Context: an optimization exercise on an open-source flow, tuned for small area, a short achievable clock period and few clock cycles per item. The choices shown serve that exercise and are no tape-out recipe. In this exercise RTL edits were held to simulation tests only and were not proved equivalent to the original. Power is estimated from default activity; no workload was simulated.

[design.v]
module data_mem_responder #(
  parameter int DEPTH   = 64,
  parameter int LATENCY = 2
) (
  input  logic        clk,
  input  logic        rst,
  input  logic        req_valid,
  output logic        req_ready,
  input  logic        req_we,
  input  logic [31:0] req_addr,
  input  logic [31:0] req_wdata,
  output logic        resp_valid,
  input  logic        resp_ready,
  output logic [31:0] resp_rdata,
  output logic        resp_err
);
  logic        v1_q;
  logic        wr1_q;     
  logic        rd1_q;     
  logic        err1_q;    
  logic [63:0] sel1_q;    
  logic [31:0] wd1_q;
  logic        v2_q;
  logic        rd2_q;
  logic        err2_q;
  logic [31:0] lo2_q, hi2_q;
  logic        v3_q;
  logic [31:0] rdata3_q, hold3_q;
  logic        err3_q, herr3_q;
  logic [31:0] mem [64];
  logic        full_q;    
  logic bad_in, adv3, adv2, adv1;
  assign bad_in    = (|req_addr[1:0]) || (|req_addr[31:8]);
  assign adv3      = !v3_q || resp_ready;
  assign adv2      = !v2_q || adv3;
  assign adv1      = !v1_q || adv2;
  assign req_ready = !full_q || resp_ready;
  assign resp_valid = v3_q;
  assign resp_rdata = rdata3_q;
  assign resp_err   = err3_q;
  logic [31:0] lo1, hi1;
  always_comb begin
    lo1 = 32'd0;
    hi1 = 32'd0;
    for (int w = 0; w < 32; w++) begin
      lo1 = lo1 | (mem[w] & {32{sel1_q[w]}});
      hi1 = hi1 | (mem[w+32] & {32{sel1_q[w+32]}});
    end
  end
  logic [31:0] res2;
  assign res2 = rd2_q ? (lo2_q | hi2_q) : 32'd0;
  always_ff @(posedge clk or posedge rst) begin
    if (rst) begin
      v1_q <= 1'b0;
      v2_q <= 1'b0;
      v3_q <= 1'b0;
      full_q <= 1'b0;
    end else begin
      full_q <= (adv1 ? req_valid : v1_q) && (adv2 ? v1_q : v2_q) && (adv3 ? v2_q : v3_q);
      if (adv1) v1_q <= req_valid;
      if (adv2) v2_q <= v1_q;
      if (adv3) v3_q <= v2_q;
    end
  end
  always_ff @(posedge clk) begin
    if (adv1) begin
      wr1_q  <= req_valid && req_we && !bad_in;
      rd1_q  <= !req_we && !bad_in;
      err1_q <= bad_in;
      wd1_q  <= req_wdata;
      for (int w = 0; w < 64; w++) sel1_q[w] <= (req_addr[7:2] == 6'(w));
    end
    if (adv2) begin
      rd2_q  <= rd1_q;
      err2_q <= err1_q;
      lo2_q  <= lo1;
      hi2_q  <= hi1;
    end
    if (adv3) begin
      hold3_q <= res2;
      herr3_q <= err2_q;
    end
    rdata3_q <= !adv3 ? hold3_q : (v2_q ? res2 : 32'd0);
    err3_q   <= !adv3 ? herr3_q : (v2_q && err2_q);
  end
  always_ff @(posedge clk) begin
    for (int w = 0; w < 64; w++) if (wr1_q && sel1_q[w]) mem[w] <= wd1_q;
  end
endmodule
[constraint.sdc]
create_clock -name core_clock -period 5.0 [get_ports {clk}]
set_input_delay 1.0000 -clock core_clock [delete_from_list [all_inputs] [get_ports {clk}]]
set_output_delay 1.0000 -clock core_clock [all_outputs]
set_load 0.01 [all_outputs]
[flow/run.sh]
#!/bin/bash
# Standard layout with two changes: the ports are buffered with buf_2 cells
# instead of the delay cells buffer_ports picks by default, and clock tree
# synthesis inserts no dummy loads. Everything else is the standard.sh.
set -euo pipefail
export BUFFER_PORTS_ARGS="-buffer_cell sky130_fd_sc_hd__buf_2"
export CTS_ARGS="-sink_clustering_enable -repair_clock_nets -sink_clustering_size 24 -sink_clustering_max_diameter 60 -buf_list sky130_fd_sc_hd__clkbuf_16 -dont_use_dummy_load"
bash standard.sh finish > standard.log 2>&1
[standard.sh]
#!/bin/bash
# synth_recipe.tcl (not shown) runs the flow's synth.tcl, then flattens the netlist and writes it again
# the make line also repeats each setting of config.mk as NAME=value (left out here)
make -C /OpenROAD-flow-scripts/flow DESIGN_CONFIG=/design/flow/config.mk WORK_HOME=/design/flow/orfs CLKGATE_MAP_FILE= SYNTH_SCRIPT=/design/flow/synth_recipe.tcl "${@:-finish}"
[config.mk]
export PLATFORM = sky130hd
export DESIGN_NAME = data_mem_responder
export DESIGN_NICKNAME = data_mem_responder
export VERILOG_FILES = /design/flow/design.v
export SDC_FILE = /design/flow/constraint.sdc
export NUM_CORES = 4
export LEC_CHECK = 0
export CAP_MARGIN = 20
export CORE_MARGIN = 2
export CORE_UTILIZATION = 50
export CTS_BUF_LIST = sky130_fd_sc_hd__clkbuf_16
export CTS_CLUSTER_DIAMETER = 60
export CTS_CLUSTER_SIZE = 24
export GPL_TIMING_DRIVEN = 1
export SETUP_SLACK_MARGIN = 2.4
export SLEW_MARGIN = 20
==> results of run 1 <==
==> registers in the layout, indices dropped and copies added, names as in the netlist <==
register / cells
err1_q: 1
err2_q: 1
err3_q: 1
full_q: 1
herr3_q: 1
hi2_q: 32
hold3_q: 32
lo2_q: 32
mem: 2048
rd1_q: 1
rd2_q: 1
rdata3_q: 32
sel1_q: 64
v1_q: 1
v2_q: 1
v3_q: 1
wd1_q: 32
wr1_q: 1
==> layer usage <==
metal	part of all wire [%]	vias up	track usage [%]	wire length, µm
li1	-	17700	-	-
met1	41	22100	38.3	91100
met2	47	2034	40.6	103000
met3	10	274	5.94	22500
met4	2.0	16	5.72	4510
met5	0.057	-	0	126
==> cell families after synthesis <==
family,after synthesis,synth area share (%)
adder cells (fa/ha/maj),1,0.0123
buffers and inverters,283,2.43
AND/OR/NAND/NOR,499,3.66
flip-flops,2283,83.8
AO/OA/AOI/OAI,1089,10.1
==> worst register-to-register path, delay by kind of cell (launching register included) <==
family          cells  cell delay, ns
compound gates      1            0.23
buf+inv             1            0.40
flops               1            0.71
simple gates        2            1.04
==> final timing paths <==
check | startpoint | endpoint | slack, ns | cells past startpoint
worst max-delay path | sel1_q[46] | hi2_q[0] | 2.37 | 4
worst min-delay path | rst | v1_q | 0.08 | 2
worst max register to register | sel1_q[46] | hi2_q[0] | 2.37 | 4
worst min register to register | hold3_q[16] | rdata3_q[16] | 0.44 | 1
max in group asynchronous | rst | v3_q | 4.74 | 2
min in group core_clock | req_wdata[8] | wd1_q[8] | 0.34 | 1
==> where the power goes <==
group	leakage (nW)	internal, W	switching [W]	total (W)
Clock	1.71	0.00493	0.00580	0.0107
Sequential	20.8	0.0217	0.000219	0.0219
Combinational	4.36	0.000742	0.00243	0.00318
==> cells in the final DEF, fill, tap and decap left out <==
cell        instances
a21o_1              1
a22o_1             32
a22oi_1          1024
and2_2             57
and2_4              7
and3_1              1
buf_12             12
buf_16              1
buf_2             103
buf_4             176
buf_6              16
buf_8               5
clkbuf_16         139
clkinvlp_4          1
dfrtp_1             4
dfxtp_1            33
diode_2            13
edfxtp_1         2246
inv_1               2
maj3_1              1
nand2_1            14
nand2_8             1
nand2b_1            5
nand3_1             8
nand3_4             1
nand4_1           258
nor2_1             67
nor2_2              1
nor2b_1             4
nor2b_4             1
nor3_1              2
nor4_1              6
o21a_1             32
or2_2               2
or4_1              64
==> per-stage QoR <==
| step | hold WS (ns) | total power (W) | cells | worst slack [ns] |
|---|---|---|---|---|
| 2_1_floorplan | 0.400 | 0.0237 | 4155 | 2.44 |
| 3_3_place_gp | 0.405 | 0.0253 | 6259 | 1.66 |
| 3_5_place_dp | 0.418 | 0.0253 | 6263 | 2.01 |
| 4_1_cts | 0.0335 | 0.0358 | 6465 | 2.40 |
| 5_1_grt | 0.0605 | 0.0367 | 6502 | 2.39 |
| 6_report | 0.0785 | 0.0358 | 6515 | 2.37 |
==> layout make-up <==
type,instances,area (µm²)
Antenna cell,13,32.5
Clock buffer,139,3480
Fill cell,12500,74100
Inverter,3,15.0
Multi-Input combinational cell,1589,11300
Sequential cell,2283,68200
Tap cell,2175,2720
Timing Repair Buffer,313,2360
==> timing repair <==
| item | 4_1_cts | 5_1_grt |
|---|---|---|
| resized for setup | 7 | 1 |
| buffers inserted | 63 | 36 |
| setup endpoints to repair | 669 | 78 |
| pin swaps | 2 | 3 |
==> impl_metrics.ini, run 1 <==
[sta]
period_share_pct = 52.6
hold_viol_final = 0
maxSlewHeadroom_pct = 26.0
fin_crit_ns = 2.63
setup_tns_ns = 0
rsz0062_at_grt = yes
maxSlewViolCount = 0
finalSetupViolations = 0
worstMarginPinSlew_ns = 1.11
fmax_ghz = 0.380
fin_worst_skew_ns = 0.0947

[clocking]
cts_tree = done
cts_hold_repair.buffers = 0
clk_latency_ns = 0.82
cts_root_buf = clkbuf_16
clockBufferDepth = 3
clk_pin_slew_ns = 0.08
htree_num_levels = 4
numCtsBuffers = 139
cts_sinks = 2283

[setup_path]
max_stage_delay_ns = 0.71
crit_path_start_kind = flip-flop
cp_max_fo = 20
cp.required_ns = 5.53
arrival_ns = 3.16
crit_slowest_cell = edfxtp_1
path_cells = buf_4 > a22oi_1 > nand4_1 > or4_1
crit_family = simple AND/OR/NAND/NOR gates
path_buf_inv = 1
endpoint_kind = flip-flop
worstSetupPathType = reg -> reg

[synth]
syn_area_per_cell_um2 = 19.6
synth_top_area_cell = edfxtp_1
synth-async-reset-ratio_pct = 0.175
synthCells = 4155
syn_area_um2 = 81400
yosys.area.top_type_share_pct = 82.9
yosysMostFrequentCell = edfxtp_1
synthFlopType = edfxtp_1
synthTopCellsByCount = 2246 x edfxtp_1, 1024 x a22oi_1, 258 x nand4_1, 99 x buf_6, 94 x clkbuf_1
yosysWarnings = 2
ys_seq_area_share_pct = 83.8
ys_seq_elements = 2283
netlist_top_cells_area = edfxtp_1 83%, a22oi_1 9.4%, nand4_1 2.0%
syn-num-nets = 4224
synth.distinct_cells = 28
synth_edf_count = 2246

[job]
cap_viol_max_count = 0

[die]
core_um2 = 162000
rows = 148
die_w_um = 407
die_y_um = 407
ios = 104
die_area_um2 = 166000
initial_core_util_pct = 50.2

[detailed_routing]
ant_nets = 0
drt_pass1_iterations = 5
drt_iter0_drc = 6024
routedWlPerCell_um = 34.0
vias = 42200
wl_um = 221000
drc = 0
avgViaCountPerCell = 6.47

[grt]
grt_overflow_total = 0
grt_pass1_vias = 39700
antenna_found_initial = 32
grt_pass1_wl_um = 306000
grtUsageTotal_pct = 26.2
grt_max_degree = 68

[power]
power_density_nw_per_um2 = 406
ir_drop_v = 0.000429
p_leak_nw = 26.8

[cells_and_area]
final_area_um2 = 88100
final_layout_size_suffix_gt1_share_pct = 12.1
nNetsFinal = 4398
area_growth_pct = 8.30
final_util_pct = 54.3

[placement]
portBuffers = 103
dpl.hpwl_um = 124000
gp_congestion = 0.846
placed_cell_area_um2 = 83600

[status]
status = complete, no violations

[hold_path]
worstHoldPathType = in -> async
Testbench counts, summed over its fixed seeds: cycles 4,824, items 4,800.
==> run 2, diff against run 1 <==
--- a/config.mk
+++ b/config.mk
@@ -12,5 +12,6 @@
 export CTS_CLUSTER_DIAMETER = 60
 export CTS_CLUSTER_SIZE = 24
 export GPL_TIMING_DRIVEN = 1
-export SETUP_SLACK_MARGIN = 2.4
+export SETUP_SLACK_MARGIN = 2.8
 export SLEW_MARGIN = 20
+export TNS_END_PERCENT = 10
==> impl_metrics.ini, run 2 <==
[clocking]
numCtsBuffers = 139
clk_latency_ns = 0.82
cts_tree = done
clk_pin_slew_ns = 0.09
cts_hold_repair.buffers = 0
htree_num_levels = 4
clockBufferDepth = 3
cts_root_buf = clkbuf_16
cts_sinks = 2283

[cells_and_area]
top_regs = mem x2048, sel1_q x64
largest_reg_flops = 2048
top_register = mem
fillers = 12300
area_growth_pct = 9.67
mostFrequentLayoutCells = 2246 x edfxtp_1, 991 x a22oi_1, 258 x nand4_1, 186 x buf_4, 139 x clkbuf_16
regArea_um2 = 68200
nNetsFinal = 4459
final_layout_size_suffix_gt1_share_pct = 14.3
final_common_cell = edfxtp_1
multi_input_area_um2 = 11600

[setup_path]
r2r_start = sel1_q[14]
endpoint_kind = flip-flop
crit_path_start_kind = flip-flop
worst_r2r_endpoint = lo2_q[25]
rr_worst_depth = 5
cp_max_fo = 12
worstSetupPathType = reg -> reg
cp.required_ns = 5.53
arrival_ns = 3.01
r2r_slack_ns = 2.52

[status]
status = complete, no violations

[detailed_routing]
top_layer = met5
wl_met2_um = 105000
met3_wirelength_um = 22600
routedWlPerCell_um = 34.2
drt_iter0_drc = 5986
drt_pass1_iterations = 6
ant_nets = 0
drc = 0
wl_um = 225000
vias = 42700
drt-met1-wl_um = 92800
avgViaCountPerCell = 6.50

[sta]
maxSlewHeadroom_pct = 24.1
setup_tns_ns = 0
fmax_ghz = 0.404
fin_worst_skew_ns = 0.0883
fin_hold_ws_ns = 0.0738
fin_crit_ns = 2.48
worstMarginPinSlew_ns = 1.14
maxSlewViolCount = 0
final.setup.worst_slack_ns = 2.52
hold_viol_final = 0
finalSetupViolations = 0
period_share_pct = 49.5
rsz0062_at_grt = yes

[grt]
grt_pass1_wl_um = 312000
grt_pass1_vias = 40300
antenna_found_initial = 25
grt_overflow_total = 0
grt_max_degree = 68
grtUsageTotal_pct = 26.7

[synth]
netlist_top_cells_area = edfxtp_1 83%, a22oi_1 9.4%, nand4_1 2.0%
ys_seq_elements = 2283
synth.distinct_cells = 28
synth_edf_count = 2246
ys_seq_area_share_pct = 83.8
synth-async-reset-ratio_pct = 0.175
syn_area_um2 = 81400
syn_area_per_cell_um2 = 19.6
synthTopCellsByCount = 2246 x edfxtp_1, 1024 x a22oi_1, 258 x nand4_1, 99 x buf_6, 94 x clkbuf_1
synth_top_area_cell = edfxtp_1
yosysWarnings = 2
synthCells = 4155
yosys.area.top_type_share_pct = 82.9
yosysMostFrequentCell = edfxtp_1
syn-num-nets = 4224
synthFlopType = edfxtp_1

[placement]
pre_cts_slack_ns = 2.01
gp_congestion = 0.846
dpl.hpwl_um = 124000
portBuffers = 103

[hold_path]
worstHoldPathType = in -> async

[power]
report.power.total_w = 0.0360
p_leak_nw = 27.3
ir_drop_v = 0.000437
power_density_nw_per_um2 = 404

[die]
initial_core_util_pct = 50.2
die_y_um = 407
die_area_um2 = 166000
ios = 104
core_um2 = 162000
rows = 148
die_w_um = 407

[job]
cap_viol_max_count = 0
==> run 2: changes by cell type in the layout (fill, tap and decap cells not counted), moves of 10 or more <==
cell     before  now
a22oi_2       0   33
and2_2       57   38
buf_12       12   23
buf_6        16   44
and2_4        7   26
buf_4       176  186
or4_1        64   54
or4_4         0   10
a22oi_1    1024  991
==> run 2: layout make-up <==
class | instances | share of cell area (%)
Antenna cell | 16 | 0.0449
Clock buffer | 139 | 3.90
Inverter | 3 | 0.0168
Multi-Input combinational cell | 1589 | 13.0
Sequential cell | 2283 | 76.4
Tap cell | 2175 | 3.05
Timing Repair Buffer | 374 | 3.63
==> run 2: per-stage QoR <==
stage | util, % | cells | cell area, µm²
after floorplan | - | 4155 | 81400
after global placement | 51.5 | 6259 | 83600
after detailed placement | 51.6 | 6263 | 83600
after CTS | 55.0 | 6562 | 89200
after global routing | 55.0 | 6563 | 89200
final | 55.0 | 6579 | 89300
==> run 2: worst max-delay path, stage by stage (launching register included) <==
cell      delay [ns]
edfxtp_1        0.37
buf_4           0.19
buf_4           0.20
a22oi_1         0.23
nand4_1         0.45
or4_1           0.73
==> run 2: logic make-up after synthesis <==
kind of cell / share of synthesized area (%)
adder cells (fa/ha/maj): 0.0123
flip-flops: 83.8
AO/OA/AOI/OAI: 10.1
AND/OR/NAND/NOR: 3.66
buffers and inverters: 2.43
==> run 2: how the worst max path moves through the flow <==
stage | from | end | cells after the start
6_report | sel1_q[14] | lo2_q[25] | 5
3_3_place_gp | resp_ready | wd1_q[17] | 4
5_1_grt | sel1_q[32] | hi2_q[19] | 5
3_5_place_dp | resp_ready | wd1_q[10] | 5
4_1_cts | wr1_q | mem[30][7] | 2
2_1_floorplan | resp_ready | err1_q | 3
==> run 2: layer usage <==
metal	track usage [%]	up-vias
met4	6.12	14
li1	-	17800
met2	41.2	2108
met1	39.0	22500
met3	6.07	281
met5	0	-
==> run 2: power breakdown <==
part,switching [W],total [W],internal [W],leakage (nW)
clock network,0.00581,0.0107,0.00493,1.71
registers,0.000175,0.0219,0.0217,20.8
logic,0.00254,0.00340,0.000857,4.85
==> run 2: timing repair <==
item / in CTS / in global routing
setup buffers: 154 / 0
endpoints found under the setup margin: 2162 / 1887
gates cloned: 6 / 0
resized for setup: 112 / 18
pin swaps: 43 / 0
==> run 3, diff against run 2 <==
--- a/config.mk
+++ b/config.mk
@@ -12,6 +12,6 @@
 export CTS_CLUSTER_DIAMETER = 60
 export CTS_CLUSTER_SIZE = 24
 export GPL_TIMING_DRIVEN = 1
-export SETUP_SLACK_MARGIN = 2.8
+export SETUP_SLACK_MARGIN = 3.0
 export SLEW_MARGIN = 20
 export TNS_END_PERCENT = 10
==> impl_metrics.ini, run 3 <==
[setup_path]
crit_path_start_kind = flip-flop
endpoint_kind = flip-flop
rr_worst_depth = 7
arrival_ns = 3.00
worst_r2r_endpoint = lo2_q[8]
cp.required_ns = 5.53
startpoint = sel1_q[9]
r2r_slack_ns = 2.53
r2r_start = sel1_q[9]
worstSetupPathType = reg -> reg
cp_max_fo = 5

[power]
p_leak_nw = 28.1
report.power.total_w = 0.0364
ir_drop_v = 0.000438
power_density_nw_per_um2 = 397

[die]
core_um2 = 162000
die_area_um2 = 166000
die_y_um = 407
die_w_um = 407
rows = 148
initial_core_util_pct = 50.2
ios = 104

[synth]
yosysMostFrequentCell = edfxtp_1
synthFlopType = edfxtp_1
synth-async-reset-ratio_pct = 0.175
synth_edf_count = 2246
synth_top_area_cell = edfxtp_1
yosys.area.top_type_share_pct = 82.9
syn-num-nets = 4224
syn_area_um2 = 81400
netlist_top_cells_area = edfxtp_1 83%, a22oi_1 9.4%, nand4_1 2.0%
synthCells = 4155
synthTopCellsByCount = 2246 x edfxtp_1, 1024 x a22oi_1, 258 x nand4_1, 99 x buf_6, 94 x clkbuf_1
ys_seq_elements = 2283
synth.distinct_cells = 28
syn_area_per_cell_um2 = 19.6
yosysWarnings = 2
ys_seq_area_share_pct = 83.8

[detailed_routing]
drc = 0
avgViaCountPerCell = 6.51
drt_iter0_drc = 6265
vias = 43200
drt_pass1_iterations = 6
routedWlPerCell_um = 34.5
wl_um = 229000
ant_nets = 0

[sta]
finalSetupViolations = 0
setup_tns_ns = 0
maxSlewHeadroom_pct = 23.1
hold_viol_final = 0
fmax_ghz = 0.405
fin_worst_skew_ns = 0.0937
period_share_pct = 49.3
rsz0062_at_grt = yes
maxSlewViolCount = 0
fin_crit_ns = 2.47
worstMarginPinSlew_ns = 1.15

[grt]
grt_overflow_total = 0
antenna_found_initial = 25
grtUsageTotal_pct = 26.7
grt_max_degree = 68
grt_pass1_wl_um = 312000
grt_pass1_vias = 40300

[placement]
placed_cell_area_um2 = 83600
portBuffers = 103
dpl.hpwl_um = 124000
gp_congestion = 0.846

[cells_and_area]
largest_reg_flops = 2048
multi_input_area_um2 = 12400
mostFrequentLayoutCells = 2246 x edfxtp_1, 867 x a22oi_1, 258 x nand4_1, 159 x buf_4, 157 x a22oi_2
final_util_pct = 56.4
final_layout_size_suffix_gt1_share_pct = 19.9
final_area_um2 = 91500
nNetsFinal = 4532
top_regs = mem x2048, sel1_q x64
top_register = mem
fillers = 12000
final_common_cell = edfxtp_1
regArea_um2 = 68200
area_growth_pct = 12.5

[clocking]
cts_tree = done
numCtsBuffers = 139
clk_pin_slew_ns = 0.09
htree_num_levels = 4
clk_latency_ns = 0.83
cts_hold_repair.buffers = 0
cts_root_buf = clkbuf_16
cts_sinks = 2283
clockBufferDepth = 3

[job]
cap_viol_max_count = 0

[hold_path]
worstHoldPathType = in -> async

[status]
status = complete, no violations
[run 3: changes by cell type in the layout (fill, tap and decap cells not counted), sizes merged, moves of 2 or more]
| cell | before | now |
|---|---|---|
| and2 | 64 | 66 |
| buf | 370 | 434 |
| bufbuf | 3 | 1 |
| clkbuf | 139 | 147 |
| diode | 16 | 7 |
[run 3: how the worst max path moves through the flow]
stage	to	slack, ns	cells past startpoint
2_1_floorplan	err1_q	2.44	3
3_3_place_gp	wd1_q[17]	1.66	4
3_5_place_dp	wd1_q[10]	2.01	5
4_1_cts	req_ready	2.57	2
5_1_grt	req_ready	2.55	2
6_report	lo2_q[8]	2.53	7
[run 3: cells by family (layout without fill, tap and decap cells)]
family	Yosys count	in the layout	share of synthesized area, %
compound gates	1089	1089	10.1
fa+ha+maj	1	1	0.0123
buf+inv	283	586	2.43
flops	2283	2283	83.8
other cells	0	7	0
simple gates	499	502	3.66
[run 3: critical path, stage by stage, from the launching register on]
cell	delay (ns)
edfxtp_1	0.41
buf_4	0.16
buf_12	0.14
buf_4	0.13
buf_6	0.11
a22oi_2	0.13
nand4_1	0.44
or4_1	0.65
[run 3: power breakdown]
part,internal [W],switching [W],total [W],leakage (nW)
logic,0.00108,0.00265,0.00373,5.58
registers,0.0217,0.000194,0.0219,20.8
clock network,0.00493,0.00580,0.0107,1.71
[run 3: layer usage]
metal / track usage, % / up-vias / part of all wire [%]
met1: 39.2 / 22700 / 40
met4: 6.28 / 14 / 2.4
met2: 41.2 / 2253 / 46
li1: - / 18000 / -
met5: 0 / - / 0.036
met3: 5.94 / 307 / 11
[run 3: cell type report]
class / count / area share, %
well taps: 2175 / 2.97
inverters: 3 / 0.0164
diodes: 7 / 0.0191
repair inverters: 1 / 0.00820
clock buffers: 139 / 3.80
multi-input cells: 1592 / 13.5
repair buffers: 443 / 5.08
flip-flops and latches: 2283 / 74.6
[run 3: timing repair]
item                       4_1_cts  5_1_grt
setup endpoints to repair     2275     1822
buffers inserted               158       56
gates resized for setup        179      351
gates cloned                     7       12
pin swaps                       47      157
[run 3: metrics by stage]
step / instances / worst slack [ns] / hold WS [ns]
after floorplan: 4155 / 2.44 / 0.400
after global placement: 6259 / 1.66 / 0.405
after detailed placement: 6263 / 2.01 / 0.418
after CTS: 6567 / 2.57 / 0.0335
after global routing: 6636 / 2.55 / 0.0580
final: 6643 / 2.53 / 0.0729
==> run 4, diff against run 3 <==
--- a/config.mk
+++ b/config.mk
@@ -12,6 +12,5 @@
 export CTS_CLUSTER_DIAMETER = 60
 export CTS_CLUSTER_SIZE = 24
 export GPL_TIMING_DRIVEN = 1
-export SETUP_SLACK_MARGIN = 3.0
+export SETUP_SLACK_MARGIN = 2.8
 export SLEW_MARGIN = 20
-export TNS_END_PERCENT = 10
==> impl_metrics.ini, run 4 <==
[cells_and_area]
final_layout_size_suffix_gt1_share_pct = 19.9
top_regs = mem x2048, sel1_q x64
nNetsFinal = 4515
largest_reg_flops = 2048
top_register = mem
area_growth_pct = 12.1
final_common_cell = edfxtp_1
mostFrequentLayoutCells = 2246 x edfxtp_1, 852 x a22oi_1, 258 x nand4_1, 172 x a22oi_2, 161 x buf_4

[grt]
busiest_layer = met2
grt_overflow_total = 0
grt_pass1_wl_um = 314000
antenna_found_initial = 22
grt_max_degree = 68
grtUsageMet1_pct = 39.5
met3_usage_pct = 5.64
grtUsageTotal_pct = 26.9
grt_pass1_vias = 40600
grtUsageMet2_pct = 41.6

[detailed_routing]
drt_iter0_drc = 6343
wl_um = 228000
routedWlPerCell_um = 34.3
ant_nets = 0
avgViaCountPerCell = 6.49
vias = 43000
drc = 0
drt_pass1_iterations = 6

[synth]
ys_seq_elements = 2283
syn_area_um2 = 81400
synthXorXnorAreaFrac_pct = 0
synthCells = 4155
yosysWarnings = 2
synth_compound_area_share_pct = 10.1
synth_simple_gate_area_share_pct = 3.66
synth.distinct_cells = 28
synthFlopType = edfxtp_1
synth-async-reset-ratio_pct = 0.175
synth_edf_count = 2246
synth_fa_ha_area_share_pct = 0.0123
netlist_top_cells_area = edfxtp_1 83%, a22oi_1 9.4%, nand4_1 2.0%
synthTopCellsByCount = 2246 x edfxtp_1, 1024 x a22oi_1, 258 x nand4_1, 99 x buf_6, 94 x clkbuf_1
syn_area_per_cell_um2 = 19.6
synth_top_area_cell = edfxtp_1
synth_top_family_by_area = compound AO/OA/AOI/OAI gates
synth_mux_area_share_pct = 0
yosysMostFrequentCell = edfxtp_1
syn-num-nets = 4224
yosys.area.top_type_share_pct = 82.9
ys_seq_area_share_pct = 83.8

[die]
die_y_um = 407
die_w_um = 407
ios = 104
rows = 148
die_area_um2 = 166000
initial_core_util_pct = 50.2
core_um2 = 162000

[sta]
rsz0062_at_grt = yes
worstMarginPinSlew_ns = 1.18
fmax_ghz = 0.409
maxSlewHeadroom_pct = 21.3
fin_worst_skew_ns = 0.0941
finalSetupViolations = 0
hold_viol_final = 0
period_share_pct = 48.9
maxSlewViolCount = 0
setup_tns_ns = 0
fin_hold_ws_ns = 0.0783
fin_crit_ns = 2.44

[clocking]
cts_root_buf = clkbuf_16
numCtsBuffers = 139
clk_latency_ns = 0.83
cts_tree = done
clockBufferDepth = 3
cts_sinks = 2283
clk_pin_slew_ns = 0.09
htree_num_levels = 4

[placement]
gp_congestion = 0.846
dpl.hpwl_um = 124000
portBuffers = 103

[power]
p_leak_nw = 27.9
internal_power_w = 0.0277
power_density_nw_per_um2 = 398
pwr-share-comb_pct = 10.2
clkPwrFrac_pct = 29.6
ir_drop_v = 0.000438
p_sw_share_pct = 23.8
switchingPower_w = 0.00863
pwr-share-seq_pct = 60.3

[setup_path]
path_buf_inv = 2
max_stage_delay_ns = 0.69
cp.required_ns = 5.52
cp_max_fo = 6
arrival_ns = 2.97
path_cells = buf_6 > buf_12 > a22oi_2 > nand4_1 > or4_1
crit_slowest_cell = or4_1
endpoint_kind = flip-flop
worstSetupPathType = reg -> reg
crit_family = simple AND/OR/NAND/NOR gates
crit_path_start_kind = flip-flop

[status]
status = complete, no violations

[hold_path]
worstHoldPathType = in -> async

[job]
cap_viol_max_count = 0
-- run 4: cell counts after synthesis --
No cell type changed its count.
-- run 4: power groups by stage --
stage                     Sequential (W)  Clock, W  Combinational (W)
final                             0.0219    0.0107            0.00369
after CTS                         0.0219    0.0108            0.00349
after global placement            0.0225         0            0.00277
after detailed placement          0.0225         0            0.00283
after global routing              0.0219    0.0114            0.00381
after floorplan                   0.0224         0            0.00130
-- run 4: through the flow --
step                total power (W)  instance area (µm²)  std cells  util [%]  setup slack, ns
global route                 0.0372                91300       6619      56.3             2.55
finish                       0.0363                91300       6627      56.3             2.56
global placement             0.0253                83600       6259      51.5             1.66
floorplan                    0.0237                81400       4155         -             2.44
CTS                          0.0362                90100       6572      55.5             2.54
detailed placement           0.0253                83600       6263      51.6             2.01
-- run 4: logic make-up after synthesis --
group	count (synthesis)
adder cells (fa/ha/maj)	1
flip-flops	2283
buffers and inverters	283
AO/OA/AOI/OAI	1089
AND/OR/NAND/NOR	499
-- run 4: worst paths after layout --
check	from	to	slack (ns)	depth (start not counted)
max	sel1_q[15]	lo2_q[0]	2.56	5
min	rst	v1_q	0.08	2
max reg2reg	sel1_q[15]	lo2_q[0]	2.56	5
min reg2reg	hold3_q[16]	rdata3_q[16]	0.44	1
max in group asynchronous	rst	v3_q	4.74	2
min in group core_clock	req_wdata[8]	wd1_q[8]	0.34	1
-- run 4: layer usage --
layer  up-vias  share of wire, %
met5         -             0.033
met4        10               2.2
met3       281               9.5
met2      2129                47
met1     22700                42
li1      18000                 -
-- run 4: area by class of cell --
type                            count  area [µm²]
Inverter                            3        15.0
Clock buffer                      139        3480
Sequential cell                  2283       68200
Fill cell                       12100       70900
Tap cell                         2175        2720
Multi-Input combinational cell   1590       12400
Timing Repair Buffer              429        4360
Antenna cell                        8        20.0
-- run 4: repair_timing --
item	in CTS	in global routing
pin swaps	151	120
hold buffers	0	0
setup endpoints to repair	2162	1767
gates cloned	8	5
buffers inserted	162	41
resized for setup	318	197
-- run 4: worst reg2reg max path, stage by stage, from the launching register on --
cell and delay (ns):
edfxtp_1 0.52, buf_6 0.20, buf_12 0.14, a22oi_2 0.12, nand4_1 0.48, or4_1 0.70
==> run 5, diff against run 4 <==
--- a/config.mk
+++ b/config.mk
@@ -14,3 +14,4 @@
 export GPL_TIMING_DRIVEN = 1
 export SETUP_SLACK_MARGIN = 2.8
 export SLEW_MARGIN = 20
+export TNS_END_PERCENT = 1
==> impl_metrics.ini, run 5 <==
[synth]
syn-num-nets = 4224
synth_edf_count = 2246
ys_seq_area_share_pct = 83.8
yosys.area.top_type_share_pct = 82.9
synth-async-reset-ratio_pct = 0.175
synthTopCellsByCount = 2246 x edfxtp_1, 1024 x a22oi_1, 258 x nand4_1, 99 x buf_6, 94 x clkbuf_1
yosysMostFrequentCell = edfxtp_1
syn_area_um2 = 81400
synthFlopType = edfxtp_1
yosysWarnings = 2
syn_area_per_cell_um2 = 19.6
synth_top_area_cell = edfxtp_1
netlist_top_cells_area = edfxtp_1 83%, a22oi_1 9.4%, nand4_1 2.0%
synthCells = 4155
synth.distinct_cells = 28
ys_seq_elements = 2283

[clocking]
cts_root_buf = clkbuf_16
htree_num_levels = 4
clockBufferDepth = 3
cts_sinks = 2283
numCtsBuffers = 139
cts_hold_repair.buffers = 0
clk_latency_ns = 0.82
clk_pin_slew_ns = 0.09
cts_tree = done

[status]
status = complete, no violations

[sta]
worstMarginPinSlew_ns = 1.17
hold_viol_final = 0
setup_tns_ns = 0
maxSlewHeadroom_pct = 22.1
fin_worst_skew_ns = 0.0903
finalSetupViolations = 0
maxSlewViolCount = 0
fmax_ghz = 0.402
final.setup.worst_slack_ns = 2.52
period_share_pct = 49.7
fin_crit_ns = 2.48
rsz0062_at_grt = yes

[setup_path]
arrival_ns = 3.01
crit_slowest_cell = or4_1
path_buf_inv = 2
endpoint_kind = flip-flop
worstSetupPathType = reg -> reg
cp.required_ns = 5.52
max_stage_delay_ns = 0.66
crit_family = simple AND/OR/NAND/NOR gates
path_cells = buf_12 > buf_6 > a22oi_1 > nand4_1 > or4_1
crit_path_start_kind = flip-flop
cp_max_fo = 7

[cells_and_area]
largest_reg_flops = 2048
area_growth_pct = 9.18
final_layout_size_suffix_gt1_share_pct = 13.4
top_register = mem
final_util_pct = 54.8
nNetsFinal = 4448
final_common_cell = edfxtp_1
mostFrequentLayoutCells = 2246 x edfxtp_1, 1012 x a22oi_1, 258 x nand4_1, 191 x buf_4, 141 x clkbuf_16
fillers = 12400
top_regs = mem x2048, sel1_q x64

[die]
die_area_um2 = 166000
core_um2 = 162000
initial_core_util_pct = 50.2
die_y_um = 407
ios = 104
rows = 148
die_w_um = 407

[detailed_routing]
drc = 0
drt_pass1_iterations = 7
routedWlPerCell_um = 34.1
vias = 42700
wl_um = 224000
drt_iter0_drc = 6128
ant_nets = 0
avgViaCountPerCell = 6.51

[power]
power_density_nw_per_um2 = 405
p_leak_nw = 27.2
ir_drop_v = 0.000432
report.power.total_w = 0.0360

[placement]
pre_cts_slack_ns = 2.01
portBuffers = 103
gp_congestion = 0.846
dpl.hpwl_um = 124000

[grt]
grtUsageMet2_pct = 40.8
grt_overflow_total = 0
busiest_layer = met2
grt_max_degree = 68
grtUsageMet1_pct = 38.7
met3_usage_pct = 5.97
grt_pass1_wl_um = 309000
grt_pass1_vias = 40100
grtUsageTotal_pct = 26.4
antenna_found_initial = 28

[job]
cap_viol_max_count = 0

[hold_path]
worstHoldPathType = in -> async
## run 5: changes by cell type in the layout (fill, tap and decap cells not counted), sizes merged
cell and delta:
buf -65, clkbuf -2, bufbuf +1, diode +1, nand3 -1
## run 5: layout make-up
cell class              count  area [µm²]  share of cell area [%]
diodes                      9        22.5                  0.0253
flip-flops and latches   2283       68200                    76.8
inverters                   3        15.0                  0.0169
clock buffers             139        3480                    3.91
multi-input cells        1589       11400                    12.8
repair buffers            363        3010                    3.38
well taps                2175        2720                    3.06
## run 5: logic make-up after synthesis
| group | Yosys count | share of synthesized area, % |
|---|---|---|
| AOI/OAI and AO/OA | 1089 | 10.1 |
| buffers and inverters | 283 | 2.43 |
| and+or+nand+nor | 499 | 3.66 |
| adders and majority gates | 1 | 0.0123 |
| DFF | 2283 | 83.8 |
## run 5: repair_timing
action / CTS / global route
setup endpoints to repair: 2162 / 1919
cloned: 1 / 2
hold endpoints to repair: 0 / 0
pin swaps: 9 / 11
gates resized for setup: 32 / 32
setup buffers: 130 / 16
## run 5: path summary, 6_finish.rpt
kind | endpoint | cells after the start | from | slack (ns)
setup / recovery | lo2_q[8] | 5 | sel1_q[22] | 2.52
hold / removal | v1_q | 2 | rst | 0.07
setup reg to reg | lo2_q[8] | 5 | sel1_q[22] | 2.52
hold reg to reg | err2_q | 0 | err1_q | 0.44
max in group asynchronous | v3_q | 2 | rst | 4.74
min in group core_clock | wd1_q[8] | 1 | req_wdata[8] | 0.34
## run 5: worst register-to-register path, stage by stage (launching register included)
cell and delay [ns]:
edfxtp_1 0.48, buf_12 0.20, buf_6 0.16, a22oi_1 0.20, nand4_1 0.51, or4_1 0.67
## run 5: metal layers
metal  up-vias  share of wire [%]
met5         -              0.050
met4        16                2.1
met3       285                 10
met2      2112                 47
met1     22500                 41
li1      17800                  -
## run 5: where the power goes
part / switching (W) / leakage (nW) / internal [W]
Sequential: 0.000178 / 20.8 / 0.0217
Clock: 0.00580 / 1.71 / 0.00493
Combinational: 0.00252 / 4.72 / 0.000817
Total: 0.00850 / 27.2 / 0.0274
## run 5: stage by stage
step           hold slack, ns  std cells  area (µm²)
2_1_floorplan           0.400       4155       81400
3_3_place_gp            0.405       6259       83600
3_5_place_dp            0.418       6263       83600
4_1_cts                0.0335       6533       88500
5_1_grt                0.0580       6552       88800
6_report               0.0733       6561       88900
==> run 6, diff against run 5 <==
--- a/config.mk
+++ b/config.mk
@@ -14,4 +14,4 @@
 export GPL_TIMING_DRIVEN = 1
 export SETUP_SLACK_MARGIN = 2.8
 export SLEW_MARGIN = 20
-export TNS_END_PERCENT = 1
+export TNS_END_PERCENT = 3
==> impl_metrics.ini, run 6 <==
[status]
status = complete, no violations

[sta]
fin_worst_skew_ns = 0.0936
finalSetupViolations = 0
rsz0062_at_grt = yes
hold_viol_final = 0
setup_tns_ns = 0
fin_crit_ns = 2.46
worstMarginPinSlew_ns = 1.17
period_share_pct = 49.2
final.setup.worst_slack_ns = 2.54
fmax_ghz = 0.407
maxSlewHeadroom_pct = 21.9
maxSlewViolCount = 0

[synth]
synth_edf_count = 2246
yosys.area.top_type_share_pct = 82.9
synth.distinct_cells = 28
synth-async-reset-ratio_pct = 0.175
syn_area_per_cell_um2 = 19.6
yosysWarnings = 2
ys_seq_elements = 2283
synthFlopType = edfxtp_1
synthTopCellsByCount = 2246 x edfxtp_1, 1024 x a22oi_1, 258 x nand4_1, 99 x buf_6, 94 x clkbuf_1
synth_top_area_cell = edfxtp_1
netlist_top_cells_area = edfxtp_1 83%, a22oi_1 9.4%, nand4_1 2.0%
yosysMostFrequentCell = edfxtp_1
synthCells = 4155
syn_area_um2 = 81400
syn-num-nets = 4224
ys_seq_area_share_pct = 83.8

[setup_path]
cp_common_cell = buf_4
endpoint_kind = flip-flop
crit_slowest_cell = or4_1
worstSetupPathType = reg -> reg
cp_max_fo = 12
crit_path_start_kind = flip-flop
path_buf_inv = 2
cp.required_ns = 5.53
r2r_slack_ns = 2.54
max_stage_delay_ns = 0.73
crit_family = simple AND/OR/NAND/NOR gates
arrival_ns = 2.99
path_cells = buf_4 > buf_4 > a22oi_1 > nand4_1 > or4_1

[cells_and_area]
fillers = 12300
final_layout_size_suffix_gt1_share_pct = 13.7
top_register = mem
largest_reg_flops = 2048
final_area_um2 = 89000
mostFrequentLayoutCells = 2246 x edfxtp_1, 1003 x a22oi_1, 258 x nand4_1, 184 x buf_4, 139 x clkbuf_16
final_util_pct = 54.9
area_growth_pct = 9.39
nNetsFinal = 4450
final_common_cell = edfxtp_1
top_regs = mem x2048, sel1_q x64

[clocking]
clockBufferDepth = 3
cts_hold_repair.buffers = 0
clk_latency_ns = 0.83
clk_pin_slew_ns = 0.09
numCtsBuffers = 139
cts_root_buf = clkbuf_16
htree_num_levels = 4
cts_tree = done
cts_sinks = 2283

[placement]
dpl.hpwl_um = 124000
gp_congestion = 0.846
portBuffers = 103
pre_cts_slack_ns = 2.01
placed_cell_area_um2 = 83600

[grt]
antenna_found_initial = 23
grt_max_degree = 68
grtUsageTotal_pct = 26.6
grt_pass1_wl_um = 310000
grt_overflow_total = 0
grt_pass1_vias = 40200

[die]
rows = 148
initial_core_util_pct = 50.2
die_area_um2 = 166000
die_y_um = 407
die_w_um = 407
ios = 104
core_um2 = 162000

[detailed_routing]
ant_nets = 0
wl_um = 224000
vias = 42600
drt_iter0_drc = 6099
drc = 0
drt_pass1_iterations = 6
routedWlPerCell_um = 34.1
avgViaCountPerCell = 6.48

[power]
ir_drop_v = 0.000432
p_leak_nw = 27.2
power_density_nw_per_um2 = 404

[hold_path]
worstHoldPathType = in -> async

[job]
cap_viol_max_count = 0
-- run 6: cell counts after synthesis --
No cell type changed its count.
-- run 6: what timing repair did --
action                                   CTS  global route
pin swaps                                 32             0
cloned                                     5             0
resized for setup                         85            11
endpoints found under the setup margin  2162          1886
setup buffers                            146             0
-- run 6: final cells by class --
| cell class | instances | area, µm² | area share, % |
|---|---|---|---|
| tap | 2175 | 2720 | 3.06 |
| timing repair buffer | 365 | 3090 | 3.47 |
| antenna | 19 | 47.5 | 0.0534 |
| multi-input combinational | 1589 | 11500 | 12.9 |
| clock buffer | 139 | 3480 | 3.91 |
| inverter | 3 | 15.0 | 0.0169 |
| sequential | 2283 | 68200 | 76.6 |
-- run 6: kinds of logic after synthesis --
group	share of synthesized area, %
compound gates	10.1
fa+ha+maj	0.0123
flops	83.8
simple gates	3.66
buf+inv	2.43
-- run 6: metrics by stage --
stage,power [W],hold slack [ns],cells
6_report,0.0360,0.0763,6573
5_1_grt,0.0368,0.0591,6554
4_1_cts,0.0360,0.0335,6553
3_5_place_dp,0.0253,0.418,6263
3_3_place_gp,0.0253,0.405,6259
2_1_floorplan,0.0237,0.400,4155
-- run 6: report_power, final --
group / leakage, nW / switching, W / internal [W]
Clock: 1.71 / 0.00580 / 0.00493
Sequential: 20.8 / 0.000175 / 0.0217
Combinational: 4.76 / 0.00252 / 0.000833
-- run 6: layer usage --
| layer | track usage, % | wire length [µm] |
|---|---|---|
| met1 | 39.0 | 92900 |
| met2 | 41.0 | 104000 |
| met3 | 6.00 | 22500 |
| met4 | 6.08 | 4670 |
| met5 | 0 | 85 |
-- run 6: final timing paths --
kind / startpoint / end / cells after the start
max: sel1_q[14] / lo2_q[25] / 5
min: rst / v1_q / 2
max reg2reg: sel1_q[14] / lo2_q[25] / 5
min reg2reg: err1_q / err2_q / 0
max in group asynchronous: rst / v3_q / 2
min in group core_clock: req_wdata[8] / wd1_q[8] / 1
==> run 7, diff against run 6 <==
--- a/config.mk
+++ b/config.mk
@@ -12,6 +12,6 @@
 export CTS_CLUSTER_DIAMETER = 60
 export CTS_CLUSTER_SIZE = 24
 export GPL_TIMING_DRIVEN = 1
-export SETUP_SLACK_MARGIN = 2.8
+export SETUP_SLACK_MARGIN = 2.9
 export SLEW_MARGIN = 20
 export TNS_END_PERCENT = 3
==> impl_metrics.ini, run 7 <==
[synth]
yosysMostFrequentCell = edfxtp_1
ys_seq_elements = 2283
synth_mux_area_share_pct = 0
yosysWarnings = 2
synth.distinct_cells = 28
synth_top_area_cell = edfxtp_1
netlist_top_cells_area = edfxtp_1 83%, a22oi_1 9.4%, nand4_1 2.0%
synthFlopType = edfxtp_1
synthCells = 4155
synth_simple_gate_area_share_pct = 3.66
synth-async-reset-ratio_pct = 0.175
synth_fa_ha_area_share_pct = 0.0123
synth_compound_area_share_pct = 10.1
syn-num-nets = 4224
synth_top_family_by_area = compound AO/OA/AOI/OAI gates
syn_area_per_cell_um2 = 19.6
synthTopCellsByCount = 2246 x edfxtp_1, 1024 x a22oi_1, 258 x nand4_1, 99 x buf_6, 94 x clkbuf_1
synthXorXnorAreaFrac_pct = 0
syn_area_um2 = 81400
yosys.area.top_type_share_pct = 82.9
ys_seq_area_share_pct = 83.8
synth_edf_count = 2246

[cells_and_area]
final_util_pct = 55.4
area_growth_pct = 10.4
fillers = 12200
largest_reg_flops = 2048
regArea_um2 = 68200
stdcell_count = 6596
top_register = mem
top_regs = mem x2048, sel1_q x64
final_layout_size_suffix_gt1_share_pct = 15.4
nNetsFinal = 4477
final_common_cell = edfxtp_1
multi_input_area_um2 = 11700
mostFrequentLayoutCells = 2246 x edfxtp_1, 962 x a22oi_1, 258 x nand4_1, 163 x buf_4, 142 x clkbuf_16
final_area_um2 = 89800

[grt]
grt_pass1_vias = 40300
grtUsageTotal_pct = 26.6
grt_pass1_wl_um = 311000
antenna_found_initial = 26
grt_overflow_total = 0
grt_max_degree = 68

[sta]
rsz0062_at_grt = yes
period_share_pct = 48.8
maxSlewHeadroom_pct = 19.6
maxSlewViolCount = 0
worstMarginPinSlew_ns = 1.21
fin_crit_ns = 2.44
final.setup.worst_slack_ns = 2.56
finalSetupViolations = 0
hold_viol_final = 0
setup_tns_ns = 0
fin_worst_skew_ns = 0.0920
fmax_ghz = 0.410

[clocking]
clk_pin_slew_ns = 0.09
cts_hold_repair.buffers = 0
cts_tree = done
clk_latency_ns = 0.82
numCtsBuffers = 139
cts_root_buf = clkbuf_16
clockBufferDepth = 3
cts_sinks = 2283
htree_num_levels = 4

[detailed_routing]
drc = 0
avgViaCountPerCell = 6.49
routedWlPerCell_um = 34.1
vias = 42800
drt_iter0_drc = 6442
drt_pass1_iterations = 6
ant_nets = 1
wl_um = 225000

[setup_path]
cp_common_cell = buf_4
path_buf_inv = 3
cp_max_fo = 5
crit_cells = 6
arrival_ns = 2.99
cp.required_ns = 5.55
startpoint = sel1_q[63]
path_cells = buf_4 > clkbuf_16 > buf_4 > a22oi_2 > nand4_1 > or4_4
crit_family = simple AND/OR/NAND/NOR gates
worstSetupPathType = reg -> reg
rr_worst_depth = 6
r2r_start = sel1_q[63]
crit_path_start_kind = flip-flop
max_stage_delay_ns = 0.66
endpoint_kind = flip-flop
crit_slowest_cell = or4_4

[die]
die_w_um = 407
die_y_um = 407
core_um2 = 162000
ios = 104
initial_core_util_pct = 50.2
rows = 148
die_area_um2 = 166000

[status]
check-failures = antenna rules
status = failed layout checks

[power]
ir_drop_v = 0.000434
power_density_nw_per_um2 = 402
p_leak_nw = 27.5

[hold_path]
worstHoldPathType = in -> async

[placement]
placed_cell_area_um2 = 83600
gp_congestion = 0.846
pre_cts_slack_ns = 2.01
portBuffers = 103
dpl.hpwl_um = 124000
dpl.cell_count = 6263

[job]
cap_viol_max_count = 0
[run 7: cell counts after synthesis]
Identical to the previous run, type by type.
[run 7: final timing paths]
| kind | end | slack (ns) |
|---|---|---|
| hold / removal | v1_q | 0.08 |
| hold reg to reg | err2_q | 0.44 |
| setup reg to reg | hi2_q[23] | 2.56 |
| setup / recovery | hi2_q[23] | 2.56 |
| max in group asynchronous | v3_q | 4.74 |
| min in group core_clock | wd1_q[8] | 0.34 |
[run 7: area by class of cell]
cell class | instances | share of cell area (%)
timing repair buffer | 392 | 4.09
antenna | 15 | 0.0418
multi-input combinational | 1589 | 13.0
inverter | 3 | 0.0167
sequential | 2283 | 75.9
tap | 2175 | 3.03
clock buffer | 139 | 3.87
[run 7: timing repair]
action | in CTS | in global routing
endpoints found under the setup margin | 2182 | 1460
cloned | 7 | 3
pin swaps | 33 | 27
buffers inserted | 150 | 18
resized for setup | 117 | 103
[run 7: metal layers]
layer | global-route usage, % | vias to the layer above | part of all wire (%)
li1 | - | 17900 | -
met2 | 41.1 | 2164 | 46
met4 | 6.19 | 16 | 2.2
met1 | 39.0 | 22500 | 41
met5 | 0 | - | 0.050
met3 | 5.92 | 286 | 10
[run 7: per-stage QoR]
step	total power, W	hold slack, ns
after floorplan	0.0237	0.400
after global placement	0.0253	0.405
after detailed placement	0.0253	0.418
after CTS	0.0360	0.0335
after global routing	0.0369	0.0591
final	0.0361	0.0763
[run 7: power by group]
group / switching [W] / total (W) / internal (W)
clock network: 0.00580 / 0.0107 / 0.00493
logic: 0.00256 / 0.00348 / 0.000914
registers: 0.000179 / 0.0219 / 0.0217
[run 7: worst reg2reg max path: stages, from the launching register on]
cell       delay [ns]
edfxtp_1         0.45
buf_4            0.20
clkbuf_16        0.16
buf_4            0.13
a22oi_2          0.14
nand4_1          0.44
or4_4            0.67
[run 7: cell families after synthesis]
family                     after synthesis
and+or+nand+nor                        499
adders and majority gates                1
buffers and inverters                  283
AOI/OAI and AO/OA                     1089
DFF                                   2283
==> run 8, diff against run 7 <==
--- a/config.mk
+++ b/config.mk
@@ -7,11 +7,11 @@
 export LEC_CHECK = 0
 export CAP_MARGIN = 20
 export CORE_MARGIN = 2
-export CORE_UTILIZATION = 50
+export CORE_UTILIZATION = 55
 export CTS_BUF_LIST = sky130_fd_sc_hd__clkbuf_16
 export CTS_CLUSTER_DIAMETER = 60
 export CTS_CLUSTER_SIZE = 24
 export GPL_TIMING_DRIVEN = 1
-export SETUP_SLACK_MARGIN = 2.9
+export SETUP_SLACK_MARGIN = 2.8
 export SLEW_MARGIN = 20
 export TNS_END_PERCENT = 3
==> impl_metrics.ini, run 8 <==
[status]
status = complete, no violations

[grt]
grt_pass1_vias = 40200
antenna_found_initial = 42
grtUsageTotal_pct = 29.6
grt_pass1_wl_um = 312000
grtUsageMet2_pct = 44.9
busiest_layer = met2
grt_overflow_total = 0
grt_max_degree = 65
met3_usage_pct = 6.51
grtUsageMet1_pct = 44.2

[synth]
syn_area_um2 = 81400
ys_seq_area_share_pct = 83.8
yosysWarnings = 2
syn-num-nets = 4224
netlist_top_cells_area = edfxtp_1 83%, a22oi_1 9.4%, nand4_1 2.0%
yosys.area.top_type_share_pct = 82.9
yosysMostFrequentCell = edfxtp_1
synth.distinct_cells = 28
synthCells = 4155
syn_area_per_cell_um2 = 19.6
synth-async-reset-ratio_pct = 0.175
synthTopCellsByCount = 2246 x edfxtp_1, 1024 x a22oi_1, 258 x nand4_1, 99 x buf_6, 94 x clkbuf_1
synth_top_area_cell = edfxtp_1
synthFlopType = edfxtp_1
synth_edf_count = 2246
ys_seq_elements = 2283

[detailed_routing]
vias = 43000
wl_um = 226000
avgViaCountPerCell = 6.78
drt_iter0_drc = 5446
drt_pass1_iterations = 5
ant_nets = 0
drc = 0
routedWlPerCell_um = 35.6

[clocking]
numCtsBuffers = 140
cts_tree = done
clk_latency_ns = 0.84
cts_root_buf = clkbuf_16
htree_num_levels = 4
cts_sinks = 2283
clockBufferDepth = 3
clk_pin_slew_ns = 0.08
cts_hold_repair.buffers = 0

[hold_path]
worstHoldPathType = in -> async

[placement]
dpl.cell_count = 6020
gp_congestion = 0.814
portBuffers = 103
dpl.hpwl_um = 125000

[cells_and_area]
final_util_pct = 60.4
largest_reg_flops = 2048
mostFrequentLayoutCells = 2246 x edfxtp_1, 1004 x a22oi_1, 258 x nand4_1, 200 x buf_4, 144 x clkbuf_16
area_growth_pct = 9.34
final_layout_size_suffix_gt1_share_pct = 14.0
top_register = mem
top_regs = mem x2048, sel1_q x64
final_common_cell = edfxtp_1
nNetsFinal = 4471
stdcell_count = 6347

[job]
cap_viol_max_count = 0

[setup_path]
r2r_slack_ns = 2.54
worstSetupPathType = reg -> reg
arrival_ns = 2.98
r2r_start = sel1_q[48]
crit_path_start_kind = flip-flop
endpoint_kind = flip-flop
cp.required_ns = 5.51
rr_worst_depth = 4
worst_r2r_endpoint = hi2_q[4]
cp_max_fo = 18

[sta]
rsz0062_at_grt = yes
hold_viol_final = 0
fin_hold_ws_ns = 0.0656
setup_tns_ns = 0
maxSlewHeadroom_pct = 27.9
maxSlewViolCount = 0
fin_worst_skew_ns = 0.0977
worstMarginPinSlew_ns = 1.08
period_share_pct = 49.3
finalSetupViolations = 0
fmax_ghz = 0.406
fin_crit_ns = 2.46

[die]
initial_core_util_pct = 55.3
core_um2 = 147000
ios = 104
die_area_um2 = 151000
rows = 141
die_y_um = 389
die_w_um = 389

[power]
p_leak_nw = 27.4
internal_power_w = 0.0275
p_sw_share_pct = 23.6
pwr-share-comb_pct = 9.4
ir_drop_v = 0.000305
switchingPower_w = 0.00851
clkPwrFrac_pct = 29.8
power_density_nw_per_um2 = 405
pwr-share-seq_pct = 60.8
[run 8: cell counts after synthesis]
No cell type changed its count.
[run 8: metrics by stage]
step	area (µm²)	setup WS, ns	total power (W)
finish	89000	2.54	0.0360
global route	88900	2.51	0.0369
CTS	88400	2.50	0.0360
detailed placement	83300	1.93	0.0253
global placement	83300	1.92	0.0253
floorplan	81400	2.44	0.0237
[run 8: cell families after synthesis]
logic type / synth area share [%]
AO/OA/AOI/OAI: 10.1
adder cells (fa/ha/maj): 0.0123
buffers and inverters: 2.43
flip-flops: 83.8
AND/OR/NAND/NOR: 3.66
[run 8: worst max-delay path by stage]
stage,from,endpoint,slack [ns],cells after the start
6_report,sel1_q[48],hi2_q[4],2.54,4
5_1_grt,sel1_q[12],lo2_q[25],2.51,5
4_1_cts,sel1_q[29],lo2_q[28],2.50,4
3_5_place_dp,resp_ready,err3_q,1.93,6
3_3_place_gp,resp_ready,err3_q,1.92,6
2_1_floorplan,resp_ready,err1_q,2.44,3
[run 8: critical path, stage by stage (launching register included)]
cell,delay (ns)
edfxtp_1,0.54
buf_4,0.29
a22oi_1,0.18
nand4_1,0.52
or4_1,0.65
[run 8: area by class of cell]
type                    count  area (µm²)
well taps                1930        2410
flip-flops and latches   2283       68200
repair buffers            385        3350
fillers                 10400       58300
diodes                     17        42.5
multi-input cells        1589       11500
inverters                   3        11.3
clock buffers             140        3500
[run 8: per-layer routing]
metal | up-vias | wire length [µm]
li1 | 17900 | -
met4 | 28 | 5620
met2 | 2200 | 104000
met1 | 22600 | 93200
met5 | - | 219
met3 | 321 | 23100
[run 8: power groups by stage]
| stage | logic [W] | clock network (W) | registers, W |
|---|---|---|---|
| 2_1_floorplan | 0.00130 | 0 | 0.0224 |
| 3_3_place_gp | 0.00275 | 0 | 0.0225 |
| 5_1_grt | 0.00351 | 0.0114 | 0.0219 |
| 6_report | 0.00339 | 0.0107 | 0.0219 |
| 4_1_cts | 0.00326 | 0.0108 | 0.0219 |
| 3_5_place_dp | 0.00280 | 0 | 0.0225 |
[run 8: repair_timing]
action	CTS	global route
setup endpoints to repair	2206	1655
pin swaps	14	14
gates resized for setup	64	50
buffers inserted	137	22
gates cloned	4	5
==> run 9, diff against run 8 <==
--- a/design.v
+++ b/design.v
@@ -25,8 +25,8 @@
   logic        err2_q;
   logic [31:0] lo2_q, hi2_q;
   logic        v3_q;
-  logic [31:0] rdata3_q, hold3_q;
-  logic        err3_q, herr3_q;
+  logic [31:0] rdata3_q;
+  logic        err3_q;
   logic [31:0] mem [64];
   logic        full_q;    
   logic bad_in, adv3, adv2, adv1;
@@ -77,11 +77,9 @@
       hi2_q  <= hi1;
     end
     if (adv3) begin
-      hold3_q <= res2;
-      herr3_q <= err2_q;
+      rdata3_q <= res2;
+      err3_q   <= err2_q;
     end
-    rdata3_q <= !adv3 ? hold3_q : (v2_q ? res2 : 32'd0);
-    err3_q   <= !adv3 ? herr3_q : (v2_q && err2_q);
   end
   always_ff @(posedge clk) begin
     for (int w = 0; w < 64; w++) if (wr1_q && sel1_q[w]) mem[w] <= wd1_q;
--- a/config.mk
+++ b/config.mk
@@ -7,7 +7,7 @@
 export LEC_CHECK = 0
 export CAP_MARGIN = 20
 export CORE_MARGIN = 2
-export CORE_UTILIZATION = 55
+export CORE_UTILIZATION = 50
 export CTS_BUF_LIST = sky130_fd_sc_hd__clkbuf_16
 export CTS_CLUSTER_DIAMETER = 60
 export CTS_CLUSTER_SIZE = 24
==> impl_metrics.ini, run 9 <==
[synth]
synth_top_area_cell = edfxtp_1
synthTopCellsByCount = 2246 x edfxtp_1, 1024 x a22oi_1, 258 x nand4_1, 96 x buf_6, 91 x clkbuf_1
synth-async-reset-ratio_pct = 0.178
netlist_top_cells_area = edfxtp_1 84%, a22oi_1 9.6%, nand4_1 2.0%
synth_edf_count = 2246
synth.distinct_cells = 24
synthFlopType = edfxtp_1
yosys.area.top_type_share_pct = 83.9
ys_seq_area_share_pct = 84.0
syn_area_um2 = 80400
ys_seq_elements = 2250
yosysMostFrequentCell = edfxtp_1
syn_area_per_cell_um2 = 19.7
yosysWarnings = 2
syn-num-nets = 4147
synthCells = 4078

[sta]
maxSlewViolCount = 0
fin_worst_skew_ns = 0.0827
maxSlewHeadroom_pct = 24.8
rsz0062_at_grt = yes
hold_viol_final = 0
fin_crit_ns = 2.52
worstMarginPinSlew_ns = 1.13
finalSetupViolations = 0
period_share_pct = 50.4
setup_tns_ns = 0
fmax_ghz = 0.397

[clocking]
cts_sinks = 2250
cts_hold_repair.buffers = 0
clockBufferDepth = 3
clk_latency_ns = 0.82
htree_num_levels = 4
clk_pin_slew_ns = 0.08
cts_tree = done
numCtsBuffers = 137
cts_root_buf = clkbuf_16

[cells_and_area]
area_growth_pct = 9.49
final_layout_size_suffix_gt1_share_pct = 13.5
top_register = mem
final_area_um2 = 88000
nNetsFinal = 4361
mostFrequentLayoutCells = 2246 x edfxtp_1, 1005 x a22oi_1, 258 x nand4_1, 167 x buf_4, 149 x clkbuf_16
top_regs = mem x2048, sel1_q x64
largest_reg_flops = 2048
final_common_cell = edfxtp_1

[die]
die_w_um = 405
die_area_um2 = 164000
rows = 147
die_y_um = 405
core_um2 = 160000
initial_core_util_pct = 50.2
ios = 104

[detailed_routing]
routedWlPerCell_um = 35.5
drc = 0
ant_nets = 0
vias = 43000
avgViaCountPerCell = 6.66
drt_iter0_drc = 7492
wl_um = 229000
drt_pass1_iterations = 8

[setup_path]
r2r_slack_ns = 2.48
cp.required_ns = 5.52
cp_max_fo = 8
worstSetupPathType = reg -> reg
crit_path_start_kind = flip-flop
endpoint_kind = flip-flop
arrival_ns = 3.04

[grt]
grt_max_degree = 68
grt_pass1_vias = 38900
grt_overflow_total = 0
grtUsageTotal_pct = 27.2
antenna_found_initial = 44
grt_pass1_wl_um = 309000

[power]
clkPwrFrac_pct = 29.8
internal_power_w = 0.0271
pwr-share-comb_pct = 9.4
p_sw_share_pct = 23.7
power_density_nw_per_um2 = 403
switchingPower_w = 0.00842
pwr-share-seq_pct = 60.8
p_leak_nw = 26.7
ir_drop_v = 0.000439

[placement]
portBuffers = 103
gp_congestion = 0.808
placed_cell_area_um2 = 82600
dpl.hpwl_um = 123000

[job]
cap_viol_max_count = 0

[status]
status = complete, no violations

[hold_path]
worstHoldPathType = in -> async
## run 9: changes by cell type after synthesis, sizes merged, moves of 3 or more
cell / previous run / this run
a22o: 32 / 0
buf: 178 / 175
clkbuf: 102 / 98
dfxtp: 33 / 0
nand2: 15 / 12
## run 9: what timing repair did
action                     4_1_cts  5_1_grt
pin swaps                       11       11
setup endpoints to repair     2173     1984
resized for setup               45       69
setup buffers                   86       40
gates cloned                     3       12
## run 9: critical path, cell delays in order, from the launching register on
cell and delay [ns]:
edfxtp_1 0.49, buf_6 0.19, clkbuf_16 0.18, a22oi_1 0.20, nand4_1 0.52, or4_1 0.66
## run 9: kinds of logic after synthesis
logic type	share of synthesized area (%)
adders and majority gates	0.0125
and+or+nand+nor	3.69
AOI/OAI and AO/OA	9.87
DFF	84.0
buffers and inverters	2.40
## run 9: path summary, 6_finish.rpt
| kind | startpoint | end | cells past startpoint |
|---|---|---|---|
| max reg2reg | sel1_q[45] | hi2_q[6] | 5 |
| min reg2reg | err2_q | err3_q | 0 |
| min | rst | v3_q | 2 |
| max | sel1_q[45] | hi2_q[6] | 5 |
| max in group asynchronous | rst | v1_q | 2 |
| min in group core_clock | req_wdata[0] | wd1_q[0] | 1 |
## run 9: per-stage QoR
| stage | total power (W) | util, % | worst slack (ns) | cells | hold slack [ns] |
|---|---|---|---|---|---|
| detailed placement | 0.0250 | 51.6 | 1.98 | 6172 | 0.408 |
| finish | 0.0355 | 54.9 | 2.48 | 6459 | 0.0826 |
| CTS | 0.0354 | 54.4 | 2.46 | 6398 | 0.0346 |
| floorplan | 0.0234 | - | 2.51 | 4078 | 0.400 |
| global placement | 0.0249 | 51.5 | 1.76 | 6169 | 0.406 |
| global route | 0.0363 | 54.9 | 2.52 | 6450 | 0.0664 |
## run 9: layout make-up
| type | instances | area, µm² |
|---|---|---|
| multi-input combinational | 1553 | 11200 |
| sequential | 2250 | 67500 |
| tap | 2160 | 2700 |
| clock buffer | 137 | 3430 |
| fill | 12200 | 72200 |
| antenna | 9 | 22.5 |
| timing repair buffer | 348 | 3140 |
| inverter | 2 | 7.51 |
## run 9: power by group through the flow
stage               registers [W]  logic [W]  clock network, W
detailed placement         0.0221    0.00284                 0
floorplan                  0.0221    0.00125                 0
CTS                        0.0216    0.00311            0.0107
global placement           0.0221    0.00278                 0
global route               0.0216    0.00341            0.0113
finish                     0.0216    0.00332            0.0106
## run 9: metal layers
metal | part of all wire, % | wire length, µm | GRT usage [%] | up-vias
met2 | 45 | 104000 | 40.5 | 2604
met5 | 0.035 | 80 | 0 | -
met4 | 1.9 | 4360 | 5.60 | 12
li1 | - | - | - | 17500
met3 | 11 | 26300 | 5.36 | 230
met1 | 41 | 94600 | 41.9 | 22600
Testbench counts of run 9, summed over its fixed seeds: cycles 4,824, items 4,800.
==> run 10, diff against run 9 <==
--- a/config.mk
+++ b/config.mk
@@ -12,6 +12,6 @@
 export CTS_CLUSTER_DIAMETER = 60
 export CTS_CLUSTER_SIZE = 24
 export GPL_TIMING_DRIVEN = 1
-export SETUP_SLACK_MARGIN = 2.8
+export SETUP_SLACK_MARGIN = 2.9
 export SLEW_MARGIN = 20
 export TNS_END_PERCENT = 3
==> impl_metrics.ini, run 10 <==
[sta]
fin_hold_ws_ns = 0.0783
fin_worst_skew_ns = 0.0854
maxSlewHeadroom_pct = 33.9
maxSlewViolCount = 0
rsz0062_at_grt = yes
setup_tns_ns = 0
period_share_pct = 49.6
finalSetupViolations = 0
worstMarginPinSlew_ns = 0.992
fmax_ghz = 0.404
hold_viol_final = 0
fin_crit_ns = 2.48

[setup_path]
crit_path_start_kind = flip-flop
path_cells = buf_2
worstSetupPathType = reg -> out
endpoint_kind = output port
arrival_ns = 1.48
crit_family = flip-flops
path_buf_inv = 1
max_stage_delay_ns = 0.48
r2r_slack_ns = 2.56
cp.required_ns = 4.00
crit_slowest_cell = edfxtp_1
cp_max_fo = 1

[detailed_routing]
ant_nets = 0
vias = 42800
drc = 0
wl_um = 230000
routedWlPerCell_um = 35.6
avgViaCountPerCell = 6.64
drt_pass1_iterations = 8
drt_iter0_drc = 7238

[die]
core_um2 = 160000
ios = 104
rows = 147
die_y_um = 405
die_area_um2 = 164000
initial_core_util_pct = 50.2
die_w_um = 405

[synth]
synthFlopType = edfxtp_1
synth_top_area_cell = edfxtp_1
synth-async-reset-ratio_pct = 0.178
netlist_top_cells_area = edfxtp_1 84%, a22oi_1 9.6%, nand4_1 2.0%
synth.distinct_cells = 24
syn-num-nets = 4147
syn_area_um2 = 80400
synth_edf_count = 2246
synth_top_family_by_area = compound AO/OA/AOI/OAI gates
syn_area_per_cell_um2 = 19.7
ys_seq_area_share_pct = 84.0
yosys.area.top_type_share_pct = 83.9
ys_seq_elements = 2250
yosysMostFrequentCell = edfxtp_1
synthCells = 4078
synth_compound_area_share_pct = 9.87
synthXorXnorAreaFrac_pct = 0
yosysWarnings = 2
synth_mux_area_share_pct = 0
synth_fa_ha_area_share_pct = 0.0125
synthTopCellsByCount = 2246 x edfxtp_1, 1024 x a22oi_1, 258 x nand4_1, 96 x buf_6, 91 x clkbuf_1
synth_simple_gate_area_share_pct = 3.69

[power]
switchingPower_w = 0.00841
power_density_nw_per_um2 = 404
pwr-share-seq_pct = 60.9
clkPwrFrac_pct = 29.9
ir_drop_v = 0.000438
p_sw_share_pct = 23.7
p_leak_nw = 26.6
pwr-share-comb_pct = 9.2
internal_power_w = 0.0270

[clocking]
cts_sinks = 2250
cts_tree = done
htree_num_levels = 4
cts_root_buf = clkbuf_16
clk_pin_slew_ns = 0.07
clk_latency_ns = 0.82
clockBufferDepth = 3
numCtsBuffers = 137
cts_hold_repair.buffers = 0

[hold_path]
worstHoldPathType = in -> async

[cells_and_area]
final_layout_size_suffix_gt1_share_pct = 13.0
nNetsFinal = 4347
largest_reg_flops = 2048
final_common_cell = edfxtp_1
final_util_pct = 54.8
top_register = mem
area_growth_pct = 9.23
mostFrequentLayoutCells = 2246 x edfxtp_1, 1012 x a22oi_1, 258 x nand4_1, 152 x buf_4, 145 x clkbuf_16
top_regs = mem x2048, sel1_q x64

[status]
status = complete, no violations

[grt]
grt_pass1_vias = 39000
grt_max_degree = 68
grt_pass1_wl_um = 309000
antenna_found_initial = 48
grt_overflow_total = 0
grtUsageTotal_pct = 27.2

[placement]
gp_congestion = 0.808
dpl.hpwl_um = 123000
portBuffers = 103

[job]
cap_viol_max_count = 0
run 10: layer usage:
| layer | wire [µm] | vias to the layer above | GRT usage (%) |
|---|---|---|---|
| li1 | - | 17500 | - |
| met3 | 25100 | 256 | 5.60 |
| met1 | 95700 | 22500 | 41.7 |
| met2 | 104000 | 2484 | 40.2 |
| met4 | 4950 | 18 | 6.23 |
| met5 | 126 | - | 0 |
run 10: metrics by stage:
stage | total power [W] | setup WS [ns] | instance area, µm² | cells
finish | 0.0354 | 2.52 | 87800 | 6448
global route | 0.0362 | 2.52 | 87800 | 6436
CTS | 0.0354 | 2.50 | 87200 | 6403
detailed placement | 0.0250 | 1.98 | 82600 | 6172
global placement | 0.0249 | 1.76 | 82500 | 6169
floorplan | 0.0234 | 2.51 | 80400 | 4078
run 10: power groups by stage:
stage	registers [W]	clock network (W)	logic [W]
4_1_cts	0.0216	0.0107	0.00312
6_report	0.0216	0.0106	0.00328
5_1_grt	0.0216	0.0113	0.00338
3_3_place_gp	0.0221	0	0.00278
2_1_floorplan	0.0221	0	0.00125
3_5_place_dp	0.0221	0	0.00284
run 10: final timing paths:
kind / end / cells past startpoint / from
worst max-delay path: resp_rdata[31] / 1 / rdata3_q[31]
worst min-delay path: v3_q / 2 / rst
worst max register to register: hi2_q[4] / 4 / sel1_q[45]
worst min register to register: err3_q / 0 / err2_q
max in group asynchronous: v1_q / 2 / rst
min in group core_clock: wd1_q[0] / 1 / req_wdata[0]
run 10: final cells by class:
| type | instances | area (µm²) |
|---|---|---|
| Antenna cell | 12 | 30.0 |
| Clock buffer | 137 | 3430 |
| Fill cell | 12200 | 72400 |
| Inverter | 2 | 7.51 |
| Multi-Input combinational cell | 1563 | 11300 |
| Sequential cell | 2250 | 67500 |
| Tap cell | 2160 | 2700 |
| Timing Repair Buffer | 324 | 2840 |
run 10: cells by family (layout without fill, tap and decap cells):
family,after synthesis,count (layout)
DFF,2250,2250
AOI/OAI and AO/OA,1057,1057
and+or+nand+nor,495,505
buffers and inverters,275,463
adders and majority gates,1,1
other,0,12
run 10: what timing repair did:
action / 4_1_cts / 5_1_grt
buffers inserted: 91 / 15
pin swaps: 13 / 18
gates resized for setup: 62 / 92
endpoints found under the setup margin: 2173 / 1989
cloned: 3 / 18

Check on run 10: ideal ports give 2.522 ns setup slack; a clkbuf_16 on the clock port and buf_2 on the inputs give 2.444 ns; moving port delays by the midpoint clock arrival (0.854 ns) as well gives 1.967 ns.
